Context: an optimization exercise on an open-source flow, tuned for small area, a short achievable clock period and few clock cycles per item. The choices shown serve that exercise and are no tape-out recipe.
At most, simulation tests tie the RTL to the original design; equivalence was not proved.
Power figures rest on the tool's default switching activity, not on a simulated workload.

## build 95
// html_markup_tokenizer_unit
module html_markup_tokenizer_unit (
  input  logic        clk,
  input  logic        rst,
  input  logic        byte_valid,
  output logic        byte_stall,
  input  logic [8:0]  byte_item,    
  output logic        event_valid,
  input  logic        event_stall,
  output logic [13:0] event_item    
);
export LEC_CHECK = 0
export CAP_MARGIN = 20
export CORE_MARGIN = 2
export CORE_UTILIZATION = 40
export SETUP_SLACK_MARGIN = 5
export SLEW_MARGIN = 20
create_clock -name core_clock -period 11.5 [get_ports {clk}]
standard.sh (not shown) runs the stock make flow with config.mk's settings and CLKGATE_MAP_FILE= SYNTH_SCRIPT=/design/flow/synth_recipe.tcl, a recipe that flattens the netlist after the stock synthesis.
==> flow/flow/run.sh <==
#!/bin/bash
bash standard.sh SETUP_SLACK_MARGIN=8.5 finish > standard.log 2>&1
Modified inputs, build 70 compared to build 95
==> flow/flow/run.sh <==
#!/bin/bash
bash standard.sh SETUP_SLACK_MARGIN=8.0 finish > standard.log 2>&1
Results
Taking build 95 as the reference, in build 70 total area of multi-input combinational cells shows a reduction of 12%; routed wire length decreased by about 12% relative to the old numbers. Looking at worst setup slack after layout, build 70 sits below build 95. In the tables for build 95 and build 70, synthesis-to-finish area growth reads lower with build 70. Build 95 has a higher post-layout instance area than build 70. Summary of build 70 over build 95: arrival time at the worst endpoint rose 0.04 ns, worst ir drop on vdd fell about 10%, portion of the clock cycle consumed by the worst path in the final layout rose 1.7 points.
Relative to build 70, the following input files were edited for build 24:
==> flow/run.sh (new file) <==
#!/bin/bash
# synth_recipe.tcl (not shown) runs the flow's synth.tcl, then flattens the netlist and writes it again
# the make line also repeats each setting of config.mk as NAME=value (left out here)
make -C /OpenROAD-flow-scripts/flow DESIGN_CONFIG=/design/flow/config.mk WORK_HOME=/design/flow/orfs CLKGATE_MAP_FILE= SYNTH_SCRIPT=/design/flow/synth_recipe.tcl finish
removed: flow/flow/run.sh
removed: flow/standard.sh
Results
- Global-route wire length before repair improves in build 24 relative to build 70.
- The via count reported for build 24 is lower than the one for build 70.
- Summed area of non-filler cells in the final layout is higher on build 70
- Summary: smallest setup slack after layout, build 24 worse than build 70
- Build 24 reports a higher final critical-path required period than build 70 does.
- Taking build 70 as the reference, in build 24 maximum frequency has decreased; combined global-route utilization of all metal layers has decreased.
Function was not checked in any run of this note: the RTL went through the layout flow alone.

---

Another version of the RTL of html_markup_tokenizer_unit (not shown whole).
Size: roughly 84 flip-flops.
==> flow/design.v (excerpt) <==
module html_markup_tokenizer_unit (
  input  logic        clk,
  input  logic        rst,
  input  logic        byte_valid,
  output logic        byte_stall,
  input  logic [8:0]  byte_item,    
  output logic        event_valid,
  input  logic        event_stall,
  output logic [13:0] event_item    
);
Settings: LEC_CHECK=0, CAP_MARGIN=20, CORE_MARGIN=2, CORE_UTILIZATION=40, CTS_BUF_LIST=sky130_fd_sc_hd__clkbuf_8, SETUP_SLACK_MARGIN=5, SLEW_MARGIN=20; clock period 11.5 ns.
==> flow/flow/run.sh <==
#!/bin/bash
set -euo pipefail
here=$PWD
sed "s|\$::env(SCRIPTS_DIR)/synth.tcl|$here/synth_custom.tcl|" synth_recipe.tcl > synth_recipe_custom.tcl
sed "s|^  log_cmd abc {\*}\$abc_args|  set abc_args [lreplace \$abc_args 1 1 $here/flow/area.abc]\n  log_cmd abc {*}\$abc_args|" \
  "$FLOW_HOME/scripts/synth.tcl" > synth_custom.tcl
grep -q "flow/area.abc" synth_custom.tcl
grep -q "synth_custom.tcl" synth_recipe_custom.tcl
bash standard.sh SYNTH_SCRIPT="$here/synth_recipe_custom.tcl" SETUP_SLACK_MARGIN=7.5 \
  "BUFFER_PORTS_ARGS=-buffer_cell sky130_fd_sc_hd__buf_1" finish > standard.log 2>&1
==> flow/flow/area.abc <==
strash
ifraig
scorr
dc2
strash
&get -n
&st
&syn4
&dch -f
&nf -R 1000
&put
The baseline completed with no timing, DRC or antenna violations.
Testbench counts at the start, summed over its fixed seeds: cycles 35,554, events 31,895.
==> next run, changes <==
--- a/flow/flow/run.sh
+++ b/flow/flow/run.sh
@@ -9,2 +9,2 @@
 bash standard.sh SYNTH_SCRIPT="$here/synth_recipe_custom.tcl" SETUP_SLACK_MARGIN=7.5 \
-  "BUFFER_PORTS_ARGS=-buffer_cell sky130_fd_sc_hd__buf_1" finish > standard.log 2>&1
+  "BUFFER_PORTS_ARGS=-buffer_cell sky130_fd_sc_hd__buf_2" finish > standard.log 2>&1
Settings changed: PLACE_DENSITY set to 0.75.
Outcome:
- The new run went through all stages and came out clean
- first-iteration DRC count rises by 38%
- die area stays the same
- maximum frequency climbs by about 2.6%
==> next run, changes <==
--- a/flow/flow/run.sh
+++ b/flow/flow/run.sh
@@ -8,3 +8,3 @@
 grep -q "synth_custom.tcl" synth_recipe_custom.tcl
-bash standard.sh SYNTH_SCRIPT="$here/synth_recipe_custom.tcl" SETUP_SLACK_MARGIN=7.5 \
+bash standard.sh SYNTH_SCRIPT="$here/synth_recipe_custom.tcl" SETUP_SLACK_MARGIN=8.0 \
   "BUFFER_PORTS_ARGS=-buffer_cell sky130_fd_sc_hd__buf_2" finish > standard.log 2>&1
Settings changed: PLACE_DENSITY 0.75 to unset.
Effect: Global-route usage is higher by 4.2 points; cell area is higher by a little under a tenth; critical path depth is higher by 1; first-iteration DRC count is lower by roughly a tenth; sequential power is lower slightly; setup slack gains 0.22 ns; sequential share of layout area is lower by 2.6 points; worst hold slack hardly moves.

---

html_markup_tokenizer_unit again, from the RTL that the note above started with.
Settings: LEC_CHECK=0, CAP_MARGIN=20, CORE_MARGIN=2, CORE_UTILIZATION=40, CTS_BUF_LIST=sky130_fd_sc_hd__clkbuf_8, SETUP_SLACK_MARGIN=5, SLEW_MARGIN=20; clock period 11.5 ns.
==> flow/flow/run.sh <==
#!/bin/bash
set -euo pipefail
here=$PWD
sed "s|\$::env(SCRIPTS_DIR)/synth.tcl|$here/synth_custom.tcl|" synth_recipe.tcl > synth_recipe_custom.tcl
sed "s|^  log_cmd abc {\*}\$abc_args|  set abc_args [lreplace \$abc_args 1 1 $here/flow/area.abc]\n  log_cmd abc {*}\$abc_args|" \
  "$FLOW_HOME/scripts/synth.tcl" > synth_custom.tcl
grep -q "flow/area.abc" synth_custom.tcl
grep -q "synth_custom.tcl" synth_recipe_custom.tcl
bash standard.sh SYNTH_SCRIPT="$here/synth_recipe_custom.tcl" SETUP_SLACK_MARGIN=7.5 \
  "BUFFER_PORTS_ARGS=-buffer_cell sky130_fd_sc_hd__buf_2" finish > standard.log 2>&1
==> flow/flow/area.abc <==
strash
ifraig
scorr
dc2
strash
&get -n
&st
&syn4
&dch -f
&if -g -K 6
&synch2
&nf -R 1000
&put
The baseline passed the timing, design-rule and antenna checks.
Testbench counts at the start, summed over its fixed seeds: cycles 35,554, events 31,895.
Change:
==> flow/flow/area.abc (replaced) <==
strash
ifraig
scorr
dc2
strash
&get -n
&st
&syn4
&dch -f
&nf -R 1000
&put
--- a/flow/config.mk
+++ b/flow/config.mk
@@ -10,4 +10,5 @@
 export CORE_UTILIZATION = 40
 export CTS_BUF_LIST = sky130_fd_sc_hd__clkbuf_8
+export CTS_CLUSTER_SIZE = 30
 export SETUP_SLACK_MARGIN = 5
 export SLEW_MARGIN = 20
Hold slack gets worse by 16 ps.
Setup slack improved by 67 ps.
Critical path depth is higher by 7.
First-iteration DRC count came out lower by 26%.
Register-to-register slack improves by 60 ps.
Wire length decreases by 4.4%.
Die area falls by 1.8%.
Synthesized area fell by 1.9%.
Power decreases by 3.9%.
Final area falls by 1.6%.
Sequential power hardly moves.
Change:
--- a/flow/flow/run.sh
+++ b/flow/flow/run.sh
@@ -7,4 +7,4 @@
 grep -q "flow/area.abc" synth_custom.tcl
 grep -q "synth_custom.tcl" synth_recipe_custom.tcl
-bash standard.sh SYNTH_SCRIPT="$here/synth_recipe_custom.tcl" SETUP_SLACK_MARGIN=7.5 \
+bash standard.sh SYNTH_SCRIPT="$here/synth_recipe_custom.tcl" SETUP_SLACK_MARGIN=7.75 \
   "BUFFER_PORTS_ARGS=-buffer_cell sky130_fd_sc_hd__buf_2" finish > standard.log 2>&1
--- a/flow/config.mk
+++ b/flow/config.mk
@@ -10,5 +10,4 @@
 export CORE_UTILIZATION = 40
 export CTS_BUF_LIST = sky130_fd_sc_hd__clkbuf_8
-export CTS_CLUSTER_SIZE = 30
 export SETUP_SLACK_MARGIN = 5
 export SLEW_MARGIN = 20
Effect:
- maximum frequency grows by 3.2%
- register-to-register slack gets better by 120 ps
- via count grows by 2.2%
- design area grows by 5.0%
- count of clock-buffer cells in the layout does not change
- die area is unchanged
Change:
--- a/flow/flow/run.sh
+++ b/flow/flow/run.sh
@@ -7,4 +7,4 @@
 grep -q "flow/area.abc" synth_custom.tcl
 grep -q "synth_custom.tcl" synth_recipe_custom.tcl
-bash standard.sh SYNTH_SCRIPT="$here/synth_recipe_custom.tcl" SETUP_SLACK_MARGIN=7.75 \
+bash standard.sh SYNTH_SCRIPT="$here/synth_recipe_custom.tcl" SETUP_SLACK_MARGIN=8.0 \
   "BUFFER_PORTS_ARGS=-buffer_cell sky130_fd_sc_hd__buf_2" finish > standard.log 2>&1
--- a/flow/config.mk
+++ b/flow/config.mk
@@ -9,5 +9,4 @@
 export CORE_MARGIN = 2
 export CORE_UTILIZATION = 40
-export CTS_BUF_LIST = sky130_fd_sc_hd__clkbuf_8
 export SETUP_SLACK_MARGIN = 5
 export SLEW_MARGIN = 20
The changed run completed without violations.
Worst setup slack gains 130 ps.
Clock-buffer cell count does not change.
Global-route usage rose by 1.0 points.
Routed wire length increases by a few percent.
Synthesized area does not change.
Sequential power stays flat.
Cell count is higher slightly.
Flip-flop and latch count does not change.
Final area increases by a few percent.
Sequential share of layout area drops by 1.8 points.
Hold slack degrades by 12 ps.

---

Starting RTL as in the previous note.
Settings: LEC_CHECK=0, CAP_MARGIN=20, CORE_MARGIN=2, CORE_UTILIZATION=40, CTS_BUF_LIST=sky130_fd_sc_hd__clkbuf_8, SETUP_SLACK_MARGIN=5, SLEW_MARGIN=20; clock period 11.5 ns.
==> flow/flow/run.sh <==
#!/bin/bash
set -euo pipefail
here=$PWD
sed "s|\$::env(SCRIPTS_DIR)/synth.tcl|$here/synth_custom.tcl|" synth_recipe.tcl > synth_recipe_custom.tcl
sed "s|^  log_cmd abc {\*}\$abc_args|  set abc_args [lreplace \$abc_args 1 1 $here/flow/area.abc]\n  log_cmd abc {*}\$abc_args|" \
  "$FLOW_HOME/scripts/synth.tcl" > synth_custom.tcl
grep -q "flow/area.abc" synth_custom.tcl
grep -q "synth_custom.tcl" synth_recipe_custom.tcl
bash standard.sh SYNTH_SCRIPT="$here/synth_recipe_custom.tcl" SETUP_SLACK_MARGIN=7.25 \
  "BUFFER_PORTS_ARGS=-buffer_cell sky130_fd_sc_hd__buf_2" finish > standard.log 2>&1
==> flow/flow/area.abc <==
strash
ifraig
scorr
dc2
strash
&get -n
&st
&syn4
&dch -f
&nf -R 1000
&put
Testbench counts at the start, summed over its fixed seeds: cycles 35,554, events 31,895.
==> next run, changes <==
--- a/flow/flow/run.sh
+++ b/flow/flow/run.sh
@@ -7,4 +7,4 @@
 grep -q "flow/area.abc" synth_custom.tcl
 grep -q "synth_custom.tcl" synth_recipe_custom.tcl
-bash standard.sh SYNTH_SCRIPT="$here/synth_recipe_custom.tcl" SETUP_SLACK_MARGIN=7.25 \
+bash standard.sh SYNTH_SCRIPT="$here/synth_recipe_custom.tcl" SETUP_SLACK_MARGIN=7.5 \
   "BUFFER_PORTS_ARGS=-buffer_cell sky130_fd_sc_hd__buf_2" finish > standard.log 2>&1
Wire length came out higher by 0.67%.
Via count climbs by 0.56%.
Synthesized area stays the same.
Non-clock buffer count rose by 4.
Clock power barely changes.
Worst setup slack gains 0.23 ns.
Die area stays the same.
Fmax goes up by 6.0%.

[re-timing with driven ports]
The results above use ideal ports. As a check the final layouts listed here were re-extracted and re-timed, cells and wires unchanged. Step 1 (the two cells are an assumption about what drives the block):
set clk [get_ports {clk}]
set_driving_cell -lib_cell sky130_fd_sc_hd__clkbuf_16 $clk
set_driving_cell -lib_cell sky130_fd_sc_hd__buf_2 [delete_from_list [all_inputs] $clk]
Step 2 adds t to the input delays and takes it off the output delays; t is the mean of the earliest and latest rising clock arrival at the registers after step 1. Input paths then give back, and output paths get back, about the clock's delay inside the block. Slacks: ideal / step 1 / step 2; pairs: ideal / step 1.
run	shift t [ns]	setup slack, ns	hold WS [ns]	worst setup path after step 2	cell pins on the clock port's net
build 95	0.391	8.195 / 8.194 / 7.804	0.449 / 0.449 / 0.449	input to register	1
build 70	0.401	7.995 / 7.995 / 7.742	0.456 / 0.456 / 0.456	input to register	1
build 24	0.405	6.490 / 6.507 / 6.101	0.454 / 0.454 / 0.454	input to register	1
the first run of note 2	0.413	7.508 / 7.508 / 7.460	0.455 / 0.455 / 0.455	input to register	1
the second run of note 2	0.406	7.608 / 7.608 / 7.230	0.450 / 0.450 / 0.450	input to register	1
the third run of note 2	0.426	7.827 / 7.827 / 7.452	0.449 / 0.449 / 0.449	input to register	1
the first run of note 3	0.430	7.621 / 7.635 / 7.208	0.467 / 0.467 / 0.467	input to register	1
the second run of note 3	0.411	7.687 / 7.687 / 7.432	0.451 / 0.451 / 0.451	input to register	1
the third run of note 3	0.428	7.804 / 7.804 / 7.461	0.453 / 0.453 / 0.453	input to register	1
the fourth run of note 3	0.395	7.929 / 7.929 / 7.656	0.441 / 0.441 / 0.441	input to register	1
the first run of note 4	0.413	7.460 / 7.460 / 7.433	0.451 / 0.451 / 0.451	input to register	1
the second run of note 4	0.411	7.687 / 7.687 / 7.432	0.451 / 0.451 / 0.451	input to register	1
After both steps setup and hold are still met in every run listed. For the first run of note 3, which loses most, drivers alone change the setup slack by +0.014 ns; drivers and shift together by -0.413 ns.
